This design comes from an exercise in tuning for small area, a short achievable clock period and few clock cycles per item on the open sky130 flow, not from production work. Where RTL was checked, it was by simulation tests only, not by an equivalence proof against the original.

run A:
## ieee754_mul_arb
module ieee754_mul_arb (
  input  logic        clk,
  input  logic        rst_n,
  input  logic        req0_valid,
  input  logic [31:0] req0_a,
  input  logic [31:0] req0_b,
  output logic        req0_ready,
  input  logic        req1_valid,
  input  logic [31:0] req1_a,
  input  logic [31:0] req1_b,
  output logic        req1_ready,
  output logic        rsp_valid,
  input  logic        rsp_ready,
  output logic        rsp_id,
  output logic [31:0] rsp_s,
  output logic        rsp_ovf,
  output logic        rsp_unf
);
==> flow/config.mk <==
export PLATFORM = sky130hd
export DESIGN_NAME = ieee754_mul_arb
export DESIGN_NICKNAME = ieee754_mul_arb
export VERILOG_FILES = /design/flow/design.v
export SDC_FILE = /design/flow/constraint.sdc
export NUM_CORES = 4
export LEC_CHECK = 0
export CAP_MARGIN = 20
export CORE_MARGIN = 2
export CORE_UTILIZATION = 55
export SLEW_MARGIN = 20
export SYNTH_HIERARCHICAL = 1
==> flow/constraint.sdc <==
create_clock -name core_clock -period 10.5 [get_ports {clk}]
set_input_delay 2.1000 -clock core_clock [delete_from_list [all_inputs] [get_ports {clk}]]
set_output_delay 2.1000 -clock core_clock [all_outputs]
set_load 0.01 [all_outputs]
standard.sh (not shown) runs the stock make flow with config.mk's settings and CLKGATE_MAP_FILE= SYNTH_SCRIPT=/design/flow/synth_recipe.tcl, a recipe that flattens the netlist after the stock synthesis.
==> flow/flow/run.sh <==
#!/bin/bash
# The standard layout (standard.sh) with two changes to how it is made, not to what it must
# meet (the clock and constraints are the design's):
#  - timing repair aims at a setup slack of SETUP_SLACK_MARGIN ns instead of the default;
#  - the buffers that every port gets are buf_2 cells instead of the default delay buffers.
# standard.sh's output (make and every tool it runs) goes to standard.log here.
set -euo pipefail
export SETUP_SLACK_MARGIN=7.2
export BUFFER_PORTS_ARGS="-buffer_cell sky130_fd_sc_hd__buf_2"
bash standard.sh > standard.log 2>&1
Run A: flow completed, timing, DRC and antenna clean
The following lists how run B was set up differently from run A:
==> flow/flow/run.sh <==
#!/bin/bash
# The standard layout (standard.sh) with changes to how it is made, not to what it must meet
# (the clock and constraints are the design's):
#  - timing repair aims at a setup slack of SETUP_SLACK_MARGIN ns instead of the default;
#  - the buffers that every port gets are buf_2 cells instead of the default delay buffers;
#  - clock tree synthesis builds the tree from clkbuf_8 cells (clkbuf_16 at the root) and adds
#    no dummy loads.
# standard.sh's output goes to standard.log here; each ORFS step logs to orfs/logs/.
set -euo pipefail
export SETUP_SLACK_MARGIN=7.0
export BUFFER_PORTS_ARGS="-buffer_cell sky130_fd_sc_hd__buf_2"
export CTS_ARGS="-sink_clustering_enable -repair_clock_nets -dont_use_dummy_load -root_buf sky130_fd_sc_hd__clkbuf_16 -buf_list sky130_fd_sc_hd__clkbuf_8"
bash standard.sh > standard.log 2>&1
### Flow results
- Run B: full flow OK, the timing, design-rule and antenna checks passed
- Cmp run B and run A / fraction of area in multi-input gates / higher: run B
- Diff run A -> run B | first-pass GRT wire length | up slightly
- [compare] base=run A new=run B: core utilization went down by 4.5 points; detailed-routing iteration count for the pre-antenna-repair pass saw a decrease.
The following lists how run C was set up differently from run B:
==> flow/flow/run.sh <==
#!/bin/bash
# The standard layout (standard.sh) with two changes to how it is made, not to what it must
# meet (the clock and constraints are the design's):
#  - timing repair aims at a setup slack of SETUP_SLACK_MARGIN ns instead of the default;
#  - the buffers that every port gets are buf_2 cells instead of the default delay buffers.
# standard.sh's output (make and every tool it runs) goes to standard.log here.
set -euo pipefail
export SETUP_SLACK_MARGIN=7.0
export BUFFER_PORTS_ARGS="-buffer_cell sky130_fd_sc_hd__buf_2"
bash standard.sh > standard.log 2>&1
==> notes.md <==
Compared with run B, run C shows a lower net count reported at finish. Looking at core occupancy in the finished layout, run C sits 0.59 points above run B. When the final numbers for run C and run B were put side by side, the reg-to-reg setup timing slack turned out to be smaller in run B. [compare] base=run B new=run C: final critical path time including I/O delays and setup decreased 0.023 ns, met2 routed wirelength decreased 0.91%, setup slack of the critical path after layout increased 0.023 ns. Sequential share of cell area: run C < run B.
Inputs modified between run C and run D:
diff --git a/flow/flow/run.sh b/flow/flow/run.sh
--- a/flow/flow/run.sh
+++ b/flow/flow/run.sh
@@ -8 +8 @@
-export SETUP_SLACK_MARGIN=7.0
+export SETUP_SLACK_MARGIN=6.9
Notes after the runs:
- Compared run C against run D; clock latency on the worst-skew pair within noise.
- Compared with run C, run D shows wire length that has gone down slightly.
- Relative to run C, the top achievable clock speed of run D is lower by 2.3%.
- Diff run D..run C | post-detailed-placement cell area | negligible
- Compared to run C, run D has clock skew 0.0057 ns higher.
- From run D to run C, number of top-level pins did not move at all.
- Looking at count of buffer and inverter cells on the critical path, run D sits above run C.
- Overall fraction of global-route tracks in use in run D vs run C: down 0.49 points
- Design area in run D vs run C: down about 0.4%
- Compared run C against run D; filler-free cell count of the finished design within noise.
No run of this note included a check of the RTL's function; only the layout flow was run.

* * *

## north
Another version of the RTL of ieee754_mul_arb (not shown whole).
Size: ~170 I/O pins.
==> flow/config.mk <==
export PLATFORM = sky130hd
export DESIGN_NAME = ieee754_mul_arb
export DESIGN_NICKNAME = ieee754_mul_arb
export VERILOG_FILES = /design/flow/design.v
export SDC_FILE = /design/flow/constraint.sdc
export NUM_CORES = 4
export LEC_CHECK = 0
export CAP_MARGIN = 20
export CORE_MARGIN = 2
export CORE_UTILIZATION = 55
export PLACE_DENSITY = 0.72
export SLEW_MARGIN = 20
export SYNTH_HIERARCHICAL = 1
==> flow/constraint.sdc <==
create_clock -name core_clock -period 10.5 [get_ports {clk}]
set_input_delay 2.1000 -clock core_clock [delete_from_list [all_inputs] [get_ports {clk}]]
set_output_delay 2.1000 -clock core_clock [all_outputs]
set_load 0.01 [all_outputs]
==> flow/flow/run.sh <==
#!/bin/bash
# The standard layout (standard.sh) with changes to how it is made, not to what it must meet
# (the clock and constraints are the design's):
#  - timing repair aims at a setup slack of SETUP_SLACK_MARGIN ns instead of the default;
#  - the buffers that every port gets are buf_2 cells instead of the default delay buffers;
#  - clock tree synthesis builds the tree from clkbuf_8 cells (clkbuf_16 at the root) and adds
#    no dummy loads.
# standard.sh's output goes to standard.log here; each ORFS step logs to orfs/logs/.
set -euo pipefail
export SETUP_SLACK_MARGIN=6.95
export BUFFER_PORTS_ARGS="-buffer_cell sky130_fd_sc_hd__buf_2"
export CTS_ARGS="-sink_clustering_enable -repair_clock_nets -dont_use_dummy_load -root_buf sky130_fd_sc_hd__clkbuf_16 -buf_list sky130_fd_sc_hd__clkbuf_8"
bash standard.sh > standard.log 2>&1
north has completed all stages; timing, DRC and antenna checks passed.
Testbench counts of north, summed over its fixed seeds: cycles 4,120, items 4,096.
The inputs of south differ from those of north as listed below.
Settings: GPL_ROUTABILITY_DRIVEN: unset -> 0.
diff --git a/flow/flow/run.sh b/flow/flow/run.sh
--- a/flow/flow/run.sh
+++ b/flow/flow/run.sh
@@ -9,3 +9,3 @@
 set -euo pipefail
-export SETUP_SLACK_MARGIN=6.95
+export SETUP_SLACK_MARGIN=7.0
 export BUFFER_PORTS_ARGS="-buffer_cell sky130_fd_sc_hd__buf_2"
Findings:
- Going from north to south, sum of met3 wire segment lengths after detailed routing grew by a few percent.
- Arrival time at the worst endpoint on south is up relative to north.
- Share of the final layout cell area in sequential cells delta for south relative to north: 0.31 points lower
- south: clock buffer count higher than north
- | routing usage on met2 | north vs south | ≈ equal |
- Going from north to south, maximum clock frequency decreased 0.66%, area of all placed cells without fillers increased about 1.3%, minimum clock period after layout increased 23 ps, cell area after synthesis essentially unchanged, filler cell count in the final layout decreased 1.6%.
#### Input delta (east over south)
Settings: removing GPL_ROUTABILITY_DRIVEN (formerly 0).
==> notes.md <==
Looking at master of the slowest instance on the critical path, the buf_4 result is from east; the edfxtp_1 one comes from south.
Between east and south, the first-pass GRT wire length does not differ in any meaningful way.
east ends up with a highest net fanout along the worst path that is 23 higher than in south.
Summary of east over south: net count of the finished layout -about 0.7%; worst-case headroom to the max-slew limit -2.8 points; tap cell count ~0 delta.
Final instance area for east: 260 um2 down relative to south

* * *

== oak ==
ieee754_mul_arb, a different RTL version from the one above (not shown whole).
Size in the first run: about 2900 cells after synthesis, ~170 I/O pins, roughly 29000 um2 of cells after synthesis.
export LEC_CHECK = 0
export CAP_MARGIN = 20
export CORE_MARGIN = 2
export CORE_UTILIZATION = 55
export PLACE_DENSITY = 0.72
export SLEW_MARGIN = 20
export SYNTH_HIERARCHICAL = 1
create_clock -name core_clock -period 10.5 [get_ports {clk}]
==> flow/flow/run.sh <==
#!/bin/bash
# The standard layout (standard.sh) with changes to how it is made, not to what it must meet
# (the clock and constraints are the design's):
#  - timing repair aims at a setup slack of SETUP_SLACK_MARGIN ns instead of the default;
#  - the buffers that every port gets are buf_2 cells instead of the default delay buffers;
#  - clock tree synthesis builds the tree from clkbuf_8 cells (clkbuf_16 at the root) and adds
#    no dummy loads.
# standard.sh's output goes to standard.log here; each ORFS step logs to orfs/logs/.
set -euo pipefail
export SETUP_SLACK_MARGIN=7.0
export BUFFER_PORTS_ARGS="-buffer_cell sky130_fd_sc_hd__buf_2"
export CTS_ARGS="-sink_clustering_enable -repair_clock_nets -dont_use_dummy_load -root_buf sky130_fd_sc_hd__clkbuf_16 -buf_list sky130_fd_sc_hd__clkbuf_8"
bash standard.sh > standard.log 2>&1
oak ran to completion and came out clean on the timing, design-rule and antenna checks.
Testbench counts of oak, summed over its fixed seeds: cycles 4,120, items 4,096.
Inputs modified between oak and pine:
==> flow/flow/run.sh <==
#!/bin/bash
# The standard layout (standard.sh) with changes to how it is made, not to what it must meet
# (the clock and constraints are the design's):
#  - timing repair aims at a setup slack of SETUP_SLACK_MARGIN ns instead of the default;
#  - the buffers that every port gets are buf_1 cells instead of the default delay buffers;
#  - clock tree synthesis builds the tree from clkbuf_4 cells (clkbuf_16 at the root) and adds
#    no dummy loads.
# standard.sh's output goes to standard.log here; each ORFS step logs to orfs/logs/.
set -euo pipefail
export SETUP_SLACK_MARGIN=7.0
export BUFFER_PORTS_ARGS="-buffer_cell sky130_fd_sc_hd__buf_1"
export CTS_ARGS="-sink_clustering_enable -repair_clock_nets -dont_use_dummy_load -root_buf sky130_fd_sc_hd__clkbuf_16 -buf_list sky130_fd_sc_hd__clkbuf_4"
bash standard.sh > standard.log 2>&1
--- a/flow/config.mk
+++ b/flow/config.mk
@@ -10,2 +10,2 @@
-export CORE_UTILIZATION = 55
-export PLACE_DENSITY = 0.72
+export CORE_UTILIZATION = 65
+export PLACE_DENSITY = 0.78
==> comparison <==
pine vs oak on starting density of the core: pine is the higher one.
The multi-input combinational cell count of oak and that of pine are within noise of each other.
pine improves on oak in die area.
On finished layout cell area, oak and pine are basically level.
Proportion of cell area occupied by registers across oak and pine: no real change.
diff inputs: pine => birch
--- a/flow/config.mk
+++ b/flow/config.mk
@@ -10,2 +10,2 @@
-export CORE_UTILIZATION = 65
-export PLACE_DENSITY = 0.78
+export CORE_UTILIZATION = 55
+export PLACE_DENSITY = 0.72
--- outcome ---
The non-clock buffer count of birch is lower than that of pine. Delta (birch minus pine): post-cts gate resize count shrank by 2; total number of vias -297; design area fell 300 um2. When birch is measured against pine, its fmax turns out 1.1% higher. Initial cell density of the core: birch and pine compared, lower one is birch. NOTE number of standard cells in the layout, taps in and fillers out pine->birch increased slightly.
The following lists how maple was set up differently from birch:
==> flow/flow/run.sh <==
#!/bin/bash
# The standard layout (standard.sh) with changes to how it is made, not to what it must meet
# (the clock and constraints are the design's):
#  - timing repair aims at a setup slack of SETUP_SLACK_MARGIN ns instead of the default;
#  - the buffers that every port gets are buf_2 cells instead of the default delay buffers;
#  - clock tree synthesis builds the tree from clkbuf_8 cells (clkbuf_16 at the root) and adds
#    no dummy loads.
# standard.sh's output goes to standard.log here; each ORFS step logs to orfs/logs/.
set -euo pipefail
export SETUP_SLACK_MARGIN=7.0
export BUFFER_PORTS_ARGS="-buffer_cell sky130_fd_sc_hd__buf_2"
export CTS_ARGS="-sink_clustering_enable -repair_clock_nets -dont_use_dummy_load -root_buf sky130_fd_sc_hd__clkbuf_16 -buf_list sky130_fd_sc_hd__clkbuf_8"
bash standard.sh > standard.log 2>&1
--- a/flow/config.mk
+++ b/flow/config.mk
@@ -11 +10,0 @@
-export PLACE_DENSITY = 0.72
Notes after the runs:
Of the two candidates, birch has the worse clock skew and maple the better one.
Compared birch against maple; non-filler instance count after layout within noise.

* * *

Another version of the RTL of ieee754_mul_arb (not shown whole).
Size: ~3000 cells after synthesis, about 170 I/O pins, about 29000 um2 of cells after synthesis.
==> flow/design.v (excerpt) <==
module ieee754_mul_arb (
  input  logic        clk,
  input  logic        rst_n,
  input  logic        req0_valid,
  input  logic [31:0] req0_a,
  input  logic [31:0] req0_b,
  output logic        req0_ready,
  input  logic        req1_valid,
  input  logic [31:0] req1_a,
  input  logic [31:0] req1_b,
  output logic        req1_ready,
  output logic        rsp_valid,
  input  logic        rsp_ready,
  output logic        rsp_id,
  output logic [31:0] rsp_s,
  output logic        rsp_ovf,
  output logic        rsp_unf
);
  logic       turn_q, rdy0_q, rdy1_q;
  logic       v1_q, v2_q;
  logic [1:0] cnt_q;           
  logic       vld_q;           
  logic acc, push_ok, en2, en1, push, pop;
  logic v1_d, v2_d;
  logic [1:0] cnt_d;
  logic rdy_d, turn_d;
  assign acc     = (req0_valid & rdy0_q) | (req1_valid & rdy1_q);
  assign pop     = vld_q & rsp_ready;
  assign push_ok = (cnt_q != 2'd2);
  assign en2     = ~v2_q | push_ok;
  assign push    = v2_q & push_ok;
  assign en1     = ~v1_q | en2;
  always_comb begin
    v1_d   = en1 ? acc : v1_q;
    v2_d   = en2 ? v1_q : v2_q;
    cnt_d  = cnt_q + {1'b0, push} - {1'b0, pop};
    rdy_d  = ~(v1_d & v2_d & (cnt_d == 2'd2));
    turn_d = turn_q ^ (rdy0_q | rdy1_q);
  end
  always_ff @(posedge clk or negedge rst_n) begin
    if (!rst_n) begin
      turn_q <= 1'b0;
      rdy0_q <= 1'b0;
      rdy1_q <= 1'b0;
      v1_q   <= 1'b0;
      v2_q   <= 1'b0;
      cnt_q  <= 2'd0;
      vld_q  <= 1'b0;
    end else begin
      turn_q <= turn_d;
      rdy0_q <= rdy_d & ~turn_d;
      rdy1_q <= rdy_d & turn_d;
      v1_q   <= v1_d;
      v2_q   <= v2_d;
      cnt_q  <= cnt_d;
      vld_q  <= (cnt_d != 2'd0);
    end
  end
  assign req0_ready = rdy0_q;
  assign req1_ready = rdy1_q;
  logic [31:0] a_in, b_in;
  ...
==> flow/config.mk <==
export PLATFORM = sky130hd
export DESIGN_NAME = ieee754_mul_arb
export DESIGN_NICKNAME = ieee754_mul_arb
export VERILOG_FILES = /design/flow/design.v
export SDC_FILE = /design/flow/constraint.sdc
export NUM_CORES = 4
export LEC_CHECK = 0
export CAP_MARGIN = 20
export CORE_MARGIN = 2
export CORE_UTILIZATION = 55
export SLEW_MARGIN = 20
export SYNTH_HIERARCHICAL = 1
==> flow/constraint.sdc <==
create_clock -name core_clock -period 10.5 [get_ports {clk}]
set_input_delay 2.1000 -clock core_clock [delete_from_list [all_inputs] [get_ports {clk}]]
set_output_delay 2.1000 -clock core_clock [all_outputs]
set_load 0.01 [all_outputs]
==> flow/flow/run.sh <==
#!/bin/bash
# The standard layout (standard.sh) with changes to how it is made, not to what it must meet
# (the clock and constraints are the design's):
#  - timing repair aims at a setup slack of SETUP_SLACK_MARGIN ns instead of the default;
#  - the buffers that every port gets are buf_2 cells instead of the default delay buffers;
#  - clock tree synthesis builds the tree from clkbuf_8 cells (clkbuf_16 at the root) and adds
#    no dummy loads.
# standard.sh's output goes to standard.log here; each ORFS step logs to orfs/logs/.
set -euo pipefail
export SETUP_SLACK_MARGIN=7.1
export BUFFER_PORTS_ARGS="-buffer_cell sky130_fd_sc_hd__buf_2"
export CTS_ARGS="-sink_clustering_enable -repair_clock_nets -dont_use_dummy_load -root_buf sky130_fd_sc_hd__clkbuf_16 -buf_list sky130_fd_sc_hd__clkbuf_8"
bash standard.sh > standard.log 2>&1
Then changed:
--- a/flow/flow/run.sh
+++ b/flow/flow/run.sh
@@ -9,3 +9,3 @@
 set -euo pipefail
-export SETUP_SLACK_MARGIN=7.1
+export SETUP_SLACK_MARGIN=7.0
 export BUFFER_PORTS_ARGS="-buffer_cell sky130_fd_sc_hd__buf_2"
=>
- The new run finished clean
- design area fell by a few percent
- fmax goes down slightly
- count of clock-buffer cells in the layout rises by 1
- clock skew rises by 0.016 ns
- final cell count drops slightly
- wire length goes down by a few percent
- hold slack is about the same
No functional check of the RTL was part of any run of this note.

-- what the ideal ports hide --
The flow's constraints put no driver on any port. The routed layouts listed below were extracted and timed again, unchanged, in two steps.
Step 1 sets driving cells, clkbuf_16 on the clock port and buf_2 on the other inputs (assumed; they add their load-dependent delay and slew).
Step 2 moves the port delays by t, midway between the first and last clock arrival at a register: inputs arrive t later, outputs are due t later. That takes back most of the time a late clock gives input paths.
a / b / c = ideal ports / drivers / drivers and shift; a / b = the first two.
run	t, ns	setup slack, ns	worst setup path after step 2	cell pins on the clock port's net
run A	0.656	7.036 / 7.036 / 6.756	input to register	1
run B	0.584	6.953 / 6.953 / 6.784	input to register	1
run C	0.665	6.976 / 6.976 / 6.778	input to register	1
run D	0.665	6.895 / 6.895 / 6.703	input to register	1
north	0.555	7.099 / 7.099 / 6.723	input to register	1
south	0.565	7.076 / 7.076 / 6.670	input to register	1
east	0.558	7.113 / 7.113 / 6.725	input to register	1
oak	0.568	7.134 / 7.134 / 6.696	input to register	1
pine	0.593	7.081 / 7.081 / 6.747	input to register	1
birch	0.592	7.117 / 7.117 / 6.757	input to register	1
maple	0.580	7.074 / 7.074 / 6.753	input to register	1
the first run of note 4	0.590	7.062 / 7.062 / 6.881	input to register	1
the second run of note 4	0.584	7.049 / 7.049 / 6.790	input to register	1
After both steps every run listed still meets setup and hold. For oak, which loses most, drivers alone change the setup slack by 0.000 ns; drivers and shift together by -0.438 ns.
